From an optimization exercise on the open Yosys and OpenROAD flow, aimed at small area, a short achievable clock period and few clock cycles per item; shortcuts taken in it are not production practice.
Function was checked by simulation only, so behaviour that the tests miss may differ from the original.
Power is estimated from default activity; no workload was simulated.

Setup of before:
Design ordered_table_insert_remove_search, start of the top module:
module ordered_table_insert_remove_search #(
	parameter int DEPTH = otis_pkg::DEPTH_DEF
) (
	input  logic           clk,
	input  logic           arst_n,
	input  logic           req_valid,
	output logic           req_stall,
	input  otis_pkg::req_t req_data,
	output logic           res_valid,
	input  logic           res_stall,
	output otis_pkg::res_t res_data
);
	localparam int N  = 16;
	localparam int KW = otis_pkg::KEY_W;
	localparam int PW = otis_pkg::PAY_W;
	logic           v_q;              
	logic [KW-1:0]  rkey_q;           
	logic [PW-1:0]  rpay_q;
	logic           t_ins_q, t_rd_q, t_wr_q, t_find_q, t_rat_q, t_rk_q;
	logic           t_rdx_q;          
	logic [N-1:0]   rsel_q;           
	logic [N-1:0]   nsel_q;           
	logic           p16_q;            
	logic [N-1:0]   pge_q;            
	logic [N-1:0]   pre_q;            
	logic [KW-1:0]  key_q [N];
	logic [PW-1:0]  pay_q [N];
	logic [4:0]     cnt_q;
	logic [N-1:0]   vld_q;            
	logic           o_v, s_v;
	otis_pkg::res_t o_q, s_q, r;
	logic           fire;
	logic stall_q;                    
	assign fire      = v_q & ~s_v;
	assign req_stall = stall_q;
	logic          pos_lt_cnt, pos_le_cnt, full;
	logic          ins_ok, rd_ok, wr_ok, rat_ok, rk_ok, rem_ok, hit;
	logic [N-1:0]  pre, first, ns, up, dn, en, en_e, en_k;
	logic          rkf;
	logic [3:0]    fenc;
	logic [4:0]    cnt_nxt;
	logic [KW-1:0] okey;
	logic [PW-1:0] opay;
	assign full       = cnt_q[4];
	assign pos_lt_cnt = |(rsel_q & vld_q);
	assign pos_le_cnt = nsel_q[0] | |(nsel_q[N-1:1] & vld_q[N-2:0]) | (p16_q & vld_q[N-1]);
	logic t_rdx;
	assign t_rdx  = t_rdx_q;
	assign ins_ok = t_ins_q & pos_le_cnt & ~full;
	assign rd_ok  = (t_rd_q | t_wr_q | t_rat_q) & pos_lt_cnt;
	assign wr_ok  = t_wr_q & pos_lt_cnt;
	assign rat_ok = t_rat_q & pos_lt_cnt;
	always_comb begin
		pre = pre_q;
		for (int i = 0; i < N; i++) begin
			first[i] = pre[i] & ((i > 0) ? ~pre[(i > 0) ? i - 1 : 0] : 1'b1) & vld_q[i];
		end
		fenc = '0;
		for (int i = 0; i < N; i++) if (first[i]) fenc = fenc | 4'(i);
	end
	assign hit    = |(pre & vld_q);
	assign rk_ok  = t_rk_q & hit;
  ...
export LEC_CHECK = 0
export CAP_MARGIN = 20
export CELL_PAD_IN_SITES_DETAIL_PLACEMENT = 1
export CELL_PAD_IN_SITES_GLOBAL_PLACEMENT = 2
export CORE_MARGIN = 2
export CORE_UTILIZATION = 30
export PLACE_DENSITY = 0.45
export SETUP_SLACK_MARGIN = 3.0
export SLEW_MARGIN = 20
export TNS_END_PERCENT = 5
create_clock -name core_clock -period 5.5 [get_ports {clk}]
standard.sh (not shown) runs the stock make flow with config.mk's settings and CLKGATE_MAP_FILE= SYNTH_SCRIPT=/design/flow/synth_recipe.tcl, a recipe that flattens the netlist after the stock synthesis.
==> flow/flow/run.sh <==
#!/bin/bash
# The standard layout (the standard.sh, standard synthesis included) with three changes:
# the port buffers are buf_4 cells instead of the delay-style buffers buffer_ports picks by
# default; resizing may change a cell's footprint; and global routing is offered less of
# met1/met2 (flow/fastroute.tcl), which eases detailed routing of this wire-heavy design.
# Each step's full log stays in orfs/logs/ of this folder; make's own output goes to
# make.log here.
set -euo pipefail
cd "$(dirname "$0")/.."
bash standard.sh MATCH_CELL_FOOTPRINT=0 \
	"BUFFER_PORTS_ARGS=-buffer_cell sky130_fd_sc_hd__buf_4" \
	"FASTROUTE_TCL=$PWD/flow/fastroute.tcl" finish > make.log 2>&1
==> flow/flow/fastroute.tcl <==
# Global routing layers as the platform sets them, with less of met1 and met2 offered to
# global routing so that more signal wiring goes to met3 and met4, easing detailed routing.
set_global_routing_layer_adjustment $::env(MIN_ROUTING_LAYER)-$::env(MAX_ROUTING_LAYER) 0.2
set_global_routing_layer_adjustment met1 0.6
set_global_routing_layer_adjustment met2 0.5

set_routing_layers -clock $::env(MIN_CLK_ROUTING_LAYER)-$::env(MAX_ROUTING_LAYER)
set_routing_layers -signal $::env(MIN_ROUTING_LAYER)-$::env(MAX_ROUTING_LAYER)
Testbench counts of before, summed over its fixed seeds: cycles 4,816, items 4,800.
The following lists how after was set up differently from before:
- CTS_BUF_LIST newly set to sky130_fd_sc_hd__clkbuf_8
[summary]
When after is set beside before, its wire length on met2 turns out to be 1.1% smaller. Post-route fraction of the period consumed by the critical path: after and before compared, higher one is after. Between after and before, combinational cell fraction of total power is higher for after, before comes in under that. In terms of clock transition at the registers of the reported paths, before and after differ only marginally. Wire length of the first global-routing pass in after vs before: down about 1%. Per the comparison of after with before, worst clock skew shows an increase of 23 ps, total length of routed met3 wires lost 4.4%. Any difference in routing usage on met1 between before and after is small enough to ignore. Sort after and before by global-route total usage across every layer, descending, and before comes first. ~same combinational power in after and before. | time the final worst path needs with I/O delays and setup | higher: after |.

==> port drivers added, routing unchanged <==
How much do the figures lean on ideal ports? The routed layouts below were timed once more, with nothing changed but the port constraints. Step 1 (the two cells are an assumption about what drives the block):
set clk [get_ports {clk}]
set_driving_cell -lib_cell sky130_fd_sc_hd__clkbuf_16 $clk
set_driving_cell -lib_cell sky130_fd_sc_hd__buf_2 [delete_from_list [all_inputs] $clk]
Step 2 times the ports against the registers' clock, not the clock port: input delays grow and output delays shrink by t, the midpoint of the rising clock arrivals with the driver on. a / b / c = no drivers / after step 1 / after step 2; a / b = the first two.
run	t (ns)	setup WS [ns]	clock arrival spread, ns
before	0.887	2.674 / 2.674 / 1.835	0.037 / 0.037
after	1.066	2.618 / 2.558 / 1.703	0.066 / 0.066
After both steps setup and hold are still met in every run listed. For after, which loses most, drivers alone change the setup slack by -0.060 ns; drivers and shift together by -0.915 ns.
